What follows belongs to an exercise in optimizing a design on an open flow for small area; a production flow would make more cautious choices.
In this exercise RTL edits were held to simulation tests only and were not proved equivalent to the original. The flow treats the clock pin as an ideal source, which a real chip does not have.

==> module msi_ordering_bridge, before the edit <==
module msi_ordering_bridge (
  input  logic        clk
 ,input  logic        rst
 ,input  logic        msi_valid
 ,input  logic [4:0]  msi_vec
 ,input  logic [31:0] msi_data
 ,input  logic [3:0]  msi_be
 ,output logic        msi_ready
 ,output logic        gic_valid
 ,output logic [4:0]  gic_vec
 ,output logic [31:0] gic_data
 ,input  logic        gic_ready
 ,output logic        flush_valid
 ,output logic [35:0] flush_addr
 ,input  logic        flush_ready
 ,input  logic        in_aw_valid
 ,input  logic [3:0]  in_aw_id
 ,input  logic [35:0] in_aw_addr
 ,input  logic [7:0]  in_aw_len
 ,input  logic [2:0]  in_aw_prot
 ,output logic        in_aw_ready
 ,output logic        out_aw_valid
 ,output logic [3:0]  out_aw_id
 ,output logic [35:0] out_aw_addr
 ,output logic [7:0]  out_aw_len
 ,output logic [2:0]  out_aw_prot
 ,input  logic        out_aw_ready
 ,input  logic        out_b_valid
 ,input  logic [3:0]  out_b_id
 ,input  logic [1:0]  out_b_resp
 ,output logic        out_b_ready
 ,output logic        in_b_valid
 ,output logic [3:0]  in_b_id
 ,output logic [1:0]  in_b_resp
 ,input  logic        in_b_ready
 ,input  logic [35:0] csr_flush_base
);
  logic [4:0]        wp;      
  logic [4:0]        op;      
  logic [4:0]        fp;      
  logic              boot;    
  logic [15:0][4:0]  vq;
  logic [15:0][31:0] dq;
  logic [15:0][30:0] bq;
  logic        o_full, o_empty, f_full, f_empty;
  logic        msi_accept, head_pop, flush_pop;
  logic [31:0] masked;
  logic        head_clear;
  assign o_empty = (wp == op);
  assign f_empty = (wp == fp);
  assign o_full  = (wp[3:0] == op[3:0]) & (wp[4] ^ op[4]);
  assign f_full  = (wp[3:0] == fp[3:0]) & (wp[4] ^ fp[4]);
  assign msi_ready  = ~boot & ~o_full & ~f_full;
  assign msi_accept = msi_valid & msi_ready;
  always_comb begin
    for (int i = 0; i < 4; i++) begin
      masked[8*i +: 8] = msi_data[8*i +: 8] & {8{msi_be[i]}};
    end
  end
  assign gic_valid = ~o_empty & head_clear;
  logic [15:0] op_sel, fp_sel;
  assign op_sel = 16'd1 << op[3:0];
  assign fp_sel = 16'd1 << fp[3:0];
  always_comb begin
    gic_vec  = '0;
    gic_data = '0;
    flush_addr = '0;
    for (int i = 0; i < 16; i++) begin
      gic_vec  = gic_vec  | (vq[i] & {5{op_sel[i]}});
      gic_data = gic_data | (dq[i] & {32{op_sel[i]}});
      flush_addr[35:5] = flush_addr[35:5] | (bq[i] & {31{fp_sel[i]}});
    end
  end
  assign head_pop  = gic_valid & gic_ready;
  assign flush_valid = ~f_empty;
  assign flush_pop   = flush_valid & flush_ready;
  always_ff @(posedge clk) begin
    if (rst) begin
      wp   <= '0;
      op   <= '0;
      fp   <= '0;
      boot <= 1'b1;
    end else begin
      boot <= 1'b0;
      if (msi_accept) wp <= wp + 5'd1;
      if (head_pop)   op <= op + 5'd1;
      if (flush_pop)  fp <= fp + 5'd1;
    end
  end
  always_ff @(posedge clk) begin
    for (int i = 0; i < 16; i++) begin
      if (msi_accept & (wp[3:0] == 4'(i))) begin
        vq[i] <= msi_vec;
        bq[i] <= csr_flush_base[35:5];
      end
      if (msi_accept & ((wp[3:0] == 4'(i)) | (vq[i] == msi_vec))) begin
        dq[i] <= masked;
      end
    end
  end
  logic             base_match;
  logic             pend_full;
  logic             aw_fire, b_fire, flush_fire;
  logic [4:0]       pw, pd;        
  logic [4:0]       pr;            
  logic [7:0]       aw_cnt, b_cnt;
  logic [7:0]       b_cnt_inc;
  logic [15:0][7:0] tq;
  assign base_match = (in_aw_addr[35:5] == csr_flush_base[35:5]);
  assign out_aw_id   = in_aw_id;
  assign out_aw_len  = in_aw_len;
  assign out_aw_prot = in_aw_prot;
  assign out_aw_addr = {in_aw_addr[35:5], in_aw_addr[4:0] & {5{~base_match}}};
  assign pr           = op;
  assign pend_full    = (pw[3:0] == pr[3:0]) & (pw[4] ^ pr[4]);
  assign out_aw_valid = in_aw_valid & ~pend_full;
  assign in_aw_ready  = out_aw_ready & ~pend_full;
  assign in_b_valid  = out_b_valid;
  assign in_b_id     = out_b_id;
  assign in_b_resp   = out_b_resp;
  assign out_b_ready = in_b_ready;
  assign aw_fire    = in_aw_valid & in_aw_ready;
  assign b_fire     = out_b_valid & in_b_ready;
  assign flush_fire = aw_fire & base_match;
  assign b_cnt_inc  = b_cnt + 8'd1;
  logic [15:0] pd_sel;
  logic [7:0]  pd_t;
  assign pd_sel = 16'd1 << pd[3:0];
  always_comb begin
    pd_t = '0;
    for (int i = 0; i < 16; i++) begin
      pd_t = pd_t | (tq[i] & {8{pd_sel[i]}});
    end
  end
  always_ff @(posedge clk) begin
    if (rst) begin
      pw         <= '0;
      pd         <= '0;
      aw_cnt     <= '0;
      b_cnt      <= '0;
      head_clear <= 1'b0;
    end else begin
      if (aw_fire) aw_cnt <= aw_cnt + 8'd1;
      if (b_fire)  b_cnt  <= b_cnt_inc;
      if (flush_fire) pw <= pw + 5'd1;
      if (b_fire & (pd != pw) & (pd_t == b_cnt_inc)) pd <= pd + 5'd1;
      head_clear <= ~head_pop & (pd != pr);
    end
  end
  always_ff @(posedge clk) begin
    for (int i = 0; i < 16; i++) begin
      if (flush_fire & (pw[3:0] == 4'(i))) begin
        tq[i] <= aw_cnt + 8'd1;
      end
    end
  end
endmodule
clock: 7.0 ns
lec_check: 0
cap_margin: 0
core_margin: 2
core_utilization: 75
slew_margin: 0
standard.sh (not shown) runs the stock make flow with config.mk's settings and CLKGATE_MAP_FILE= SYNTH_SCRIPT=/design/flow/synth_recipe.tcl, a recipe that flattens the netlist after the stock synthesis.
==> flow/flow/run.sh <==
#!/bin/bash
# The standard layout (the standard.sh, ORFS on sky130hd), with these
# changes passed to its make:
#  - synthesis: synth_recipe.tcl run through flow/synth_area.tcl, which only
#    swaps ABC's mapping script for flow/nf_area.script (area-oriented)
#  - ports are buffered with buf_1 instead of the default buffer cell
#  - clock tree: clkbuf_16 only, sinks clustered up to 31 per buffer,
#    no dummy loads
# make's output goes to standard.log; ORFS's per-step logs are copied to
# orfs_logs/.
set -uo pipefail
export FLOW_WORK="$PWD"
bash standard.sh \
  SYNTH_SCRIPT="$PWD/flow/synth_area.tcl" \
  BUFFER_PORTS_ARGS="-buffer_cell sky130_fd_sc_hd__buf_1" \
  CTS_ARGS="-sink_clustering_enable -repair_clock_nets -dont_use_dummy_load -buf_list sky130_fd_sc_hd__clkbuf_16 -sink_clustering_size 31 -sink_clustering_max_diameter 100" \
  finish > standard.log 2>&1
st=$?
cp -r orfs/logs/sky130hd/msi_ordering_bridge/base ./orfs_logs 2>/dev/null || true
exit $st
==> flow/flow/nf_area.script <==
&get -n
&st
&dch
&nf -R 100
&put
topo
==> flow/flow/synth_area.tcl <==
# The standard flow's synthesis (synth_recipe.tcl in the work folder, which runs ORFS's
# synth.tcl), with one change: ABC maps the logic with nf_area.script, an
# area-oriented mapping (delay relaxed, no buffering or upsizing in ABC),
# in place of ORFS's speed script. Flip-flops are mapped as before.
set nf_area_script [file normalize [file join [file dirname [info script]] nf_area.script]]
proc abc {args} {
  global nf_area_script
  set i [lsearch -exact $args -script]
  if {$i >= 0} { lset args [expr {$i + 1}] $nf_area_script }
  yosys abc {*}$args
}
source $::env(FLOW_WORK)/synth_recipe.tcl
Edit:
--- a/flow/design.v
+++ b/flow/design.v
@@ -132,19 +132,17 @@
   end
   logic             base_match;
   logic             pend_full;
   logic             aw_fire, b_fire, flush_fire;
-  logic [4:0]       pw, pd;        
-  logic [4:0]       pr;            
+  logic [4:0]       pw, pr, pd;    
   logic [7:0]       aw_cnt, b_cnt;
   logic [7:0]       b_cnt_inc;
   logic [15:0][7:0] tq;
   assign base_match = (in_aw_addr[35:5] == csr_flush_base[35:5]);
   assign out_aw_id   = in_aw_id;
   assign out_aw_len  = in_aw_len;
   assign out_aw_prot = in_aw_prot;
   assign out_aw_addr = {in_aw_addr[35:5], in_aw_addr[4:0] & {5{~base_match}}};
-  assign pr           = op;
   assign pend_full    = (pw[3:0] == pr[3:0]) & (pw[4] ^ pr[4]);
   assign out_aw_valid = in_aw_valid & ~pend_full;
   assign in_aw_ready  = out_aw_ready & ~pend_full;
   assign in_b_valid  = out_b_valid;
@@ -166,16 +164,18 @@
   end
   always_ff @(posedge clk) begin
     if (rst) begin
       pw         <= '0;
+      pr         <= '0;
       pd         <= '0;
       aw_cnt     <= '0;
       b_cnt      <= '0;
       head_clear <= 1'b0;
     end else begin
       if (aw_fire) aw_cnt <= aw_cnt + 8'd1;
       if (b_fire)  b_cnt  <= b_cnt_inc;
       if (flush_fire) pw <= pw + 5'd1;
+      if (head_pop)   pr <= pr + 5'd1;
       if (b_fire & (pd != pw) & (pd_t == b_cnt_inc)) pd <= pd + 5'd1;
       head_clear <= ~head_pop & (pd != pr);
     end
   end
=> The new run finished clean; non-clock buffer count went down by 9; via count is about the same; wire length hardly moves; count of clock-buffer cells in the layout is unchanged; design area hardly moves; worst setup slack got worse by 0.15 ns; synthesized area went up by about 0.4%; cell count went up by 0.58%; global-route usage went down by 0.25 points; die area went up by 0.40%.

[static timing again, ports no longer ideal]
In the flow no input, the clock included, has a driving cell. The finished layouts below were timed again as built, in two steps.
Step 1, drivers: a clkbuf_16 drives clk and a buf_2 each remaining input, both assumed.
Step 2, shift: input delay + t, output delay - t, t = (earliest + latest rising clock arrival at the registers) / 2. This alone moves slack from input paths to output paths.
a / b / c = ideal ports / drivers / drivers and shift; a / b = the first two.
| run | t (ns) | setup WS [ns] | latest minus earliest clock arrival (ns) | worst slew at a driven data input, ns | cell pins on the clock port's net |
|---|---|---|---|---|---|
| the first run | 0.693 | 1.567 / 1.500 / 2.064 | 0.071 / 0.070 | 0.09 | 1 |
| the second run | 0.693 | 1.414 / 1.387 / 1.050 | 0.039 / 0.040 | 0.09 | 1 |
After both steps setup and hold are still met in every run listed. The setup slack of the second run, which loses most, moves by -0.027 ns with the drivers and by -0.364 ns with both steps.
